From an optimization exercise on the open Yosys and OpenROAD flow, aimed at small area; shortcuts taken in it are not production practice.
In this exercise RTL edits were held to simulation tests only and were not proved equivalent to the original.
Power figures rest on the tool's default switching activity, not on a simulated workload.

// ram_1r1w_sync_clr
module ram_1r1w_sync_clr #(
  parameter int width_p      = 8,
  parameter int depth_p      = 256,
  parameter int bypass_p     = 0,
  parameter int init_clear_p = 1
) (
  input  logic                         clk_i,
  input  logic                         reset_i,
  input  logic                         wr_valid_i,
  input  logic [$clog2(depth_p)-1:0]   wr_addr_i,
  input  logic [width_p-1:0]           wr_data_i,
  input  logic [width_p-1:0]           wr_mask_i,
  input  logic                         rd_valid_i,
  input  logic [$clog2(depth_p)-1:0]   rd_addr_i,
  output logic                         ready_o,
  output logic                         rd_valid_o,
  output logic [width_p-1:0]           rd_data_o
);
  localparam int addr_w = $clog2(depth_p);
  logic               ready_q;
  logic               rd_valid_q;
  logic [width_p-1:0] rd_data_q;
  logic [width_p-1:0] mem [depth_p];
  logic               wr_go;
  assign wr_go = wr_valid_i & ready_q;
  logic [15:0]        wr_row;
  logic [width_p-1:0] wr_set [16];
  logic [width_p-1:0] wr_clr [16];
  always_comb begin
    for (int r = 0; r < 16; r++)
      wr_row[r] = reset_i | (wr_go & (wr_addr_i[7:4] == 4'(r)));
    for (int c = 0; c < 16; c++)
      for (int i = 0; i < width_p; i++) begin
        wr_set[c][i] = ~reset_i & wr_mask_i[i] & (wr_addr_i[3:0] == 4'(c)) & wr_data_i[i];
        wr_clr[c][i] = reset_i | (wr_mask_i[i] & (wr_addr_i[3:0] == 4'(c)) & ~wr_data_i[i]);
      end
  end
  always_ff @(posedge clk_i) begin
    for (int w = 0; w < depth_p; w++)
      for (int i = 0; i < width_p; i++)
        mem[w][i] <= (mem[w][i] & ~(wr_row[w / 16] & wr_clr[w % 16][i]))
                   | (wr_row[w / 16] & wr_set[w % 16][i]);
  end
  logic [15:0]        rd_hi, rd_lo;
  logic [width_p-1:0] rd_w [16];
  logic [width_p-1:0] rd_g [6];
  logic [width_p-1:0] rd_row [16];
  logic [width_p-1:0] rd_value;
  always_comb begin
    for (int r = 0; r < 16; r++) begin
      rd_hi[r] = rd_addr_i[7:4] == 4'(r);
      rd_lo[r] = rd_addr_i[3:0] == 4'(r);
    end
    rd_value = '0;
  ...
Size in the first run: roughly 7600 cells after synthesis, about 46 I/O pins, roughly 73000 sq um of cells after synthesis.
export LEC_CHECK = 0
export ABC_AREA = 1
export CAP_MARGIN = 20
export CORE_MARGIN = 2
export CORE_UTILIZATION = 60
export SLEW_MARGIN = 20
create_clock -name core_clock -period 10.0 [get_ports {clk_i}]
standard.sh (not shown) runs the stock make flow with config.mk's settings and CLKGATE_MAP_FILE= SYNTH_SCRIPT=/design/flow/synth_recipe.tcl, a recipe that flattens the netlist after the stock synthesis.
==> flow/flow/run.sh <==
#!/bin/bash
# Own layout flow.
# 1. the standard synthesis (reference registers).
# 3. the standard layout of that netlist, with a clock tree of smaller
#    buffers, larger sink clusters and no dummy loads, and port buffers of the
#    smallest buffer.
# Each tool's output goes to its own log file in the work folder.
set -euo pipefail
W=$PWD
F=$W/flow
R=$W/orfs/results/$FLOW_PLATFORM/ram_1r1w_sync_clr/base
LIB=$FLOW_HOME/platforms/$FLOW_PLATFORM/lib/sky130_fd_sc_hd__tt_025C_1v80.lib

bash standard.sh synth > $W/std_synth.log 2>&1
cp $R/1_2_yosys.v $W/std_1_2_yosys.v

# Own synthesis: synth_recipe.tcl with ABC's script swapped.
{
  head -n 1 synth_recipe.tcl
  cat <<'EOT'
proc abc {args} {
  set i [lsearch -exact $args -script]
  if {$i >= 0} { lset args [expr {$i + 1}] $::env(OWN_ABC_SCRIPT) }
  yosys abc {*}$args
}
EOT
  tail -n +2 synth_recipe.tcl
} > $W/own_synth.tcl
sed -e "s#SYNTH_SCRIPT=[^ ]*#SYNTH_SCRIPT=$W/own_synth.tcl#" \
    -e "s#WORK_HOME=[^ ]*#WORK_HOME=$W/own#" standard.sh > $W/own.sh
OWN_ABC_SCRIPT=$F/own.abc bash $W/own.sh synth > $W/own_synth.log 2>&1 || true
OWN=$W/own/results/$FLOW_PLATFORM/ram_1r1w_sync_clr/base/1_2_yosys.v

regs() {
  grep -E '^\s*sky130_fd_sc_hd__(df|edf|sdf|sedf|dl)[a-z0-9_]* ' "$1" | awk '{print $1, $2}' | sort
}
if [[ -s $OWN ]] && diff <(regs $W/std_1_2_yosys.v) <(regs $OWN) > $W/regs_diff.log 2>&1; then
  echo "own synthesis: registers match the standard synthesis" > $W/choice.log
  cp $OWN $W/new_1_2_yosys.v
else
  echo "own synthesis unusable: re-mapping the standard netlist" > $W/choice.log
  python3 $F/models.py $LIB $W/comb_models.v > $W/models.log 2>&1
  cat > $W/remap.ys <<EOT
read_liberty -lib $LIB
read_verilog -overwrite $W/comb_models.v
read_verilog $W/std_1_2_yosys.v
hierarchy -top $FLOW_TOP
flatten
opt_clean -purge
techmap
opt -fast
abc -script $F/remap.abc -liberty $LIB -dont_use *lpflow* -dont_use *probe* -D 10000
opt_clean -purge
hilomap -singleton -hicell sky130_fd_sc_hd__conb_1 HI -locell sky130_fd_sc_hd__conb_1 LO
splitnets
opt_clean -purge
rename -hide w:*.*
tee -o $W/remap_stat.txt stat -liberty $LIB
write_verilog -noattr -nohex -nodec $W/new_1_2_yosys.v
EOT
  yosys -s $W/remap.ys > $W/remap.log 2>&1
fi

cp $W/new_1_2_yosys.v $R/1_2_yosys.v
rm -f $R/1_synth.odb $R/1_synth.sdc
bash standard.sh synth > $W/new_synth.log 2>&1

export CTS_ARGS="-sink_clustering_enable -repair_clock_nets -dont_use_dummy_load $(cat $F/cts_args)"
export BUFFER_PORTS_ARGS="-buffer_cell sky130_fd_sc_hd__buf_1"
bash standard.sh finish > $W/layout.log 2>&1
Other scripts of this flow, unchanged in this note and not shown: flow/flow/cts_args, flow/flow/models.py, flow/flow/own.abc, flow/flow/remap.abc
Next try:
- CAP_MARGIN: 20 -> 5
- SLEW_MARGIN: 20 -> 5
Outcome: Worst setup slack is better by 37 ps; combinational power shrinks by about 0.7%; routed wire length barely changes.

==> static timing again, ports no longer ideal <==
No port has a modelled driver above. Below, the same layouts with a new extraction and two added sets of constraints.
Step 1, drivers: a clkbuf_16 drives clk_i and a buf_2 each remaining input, both assumed.
Step 2 also shifts input and output timing later by t, the mid clock arrival at the registers, as if the neighbouring blocks saw the same clock.
a / b / c = ideal ports / drivers / drivers and shift; a / b = the first two.
run	t, ns	slack for setup (ns)	worst setup path at the end	worst register clock-pin slew, ns	worst slew at a driven data input, ns
the first run	0.981	3.980 / 3.991 / 3.010	input to register	0.12 / 0.12	0.10
the second run	0.985	4.017 / 4.029 / 3.044	input to register	0.12 / 0.12	0.10
After both steps every run listed still meets setup and hold. For the second run, which loses most, drivers alone change the setup slack by +0.012 ns; drivers and shift together by -0.973 ns.
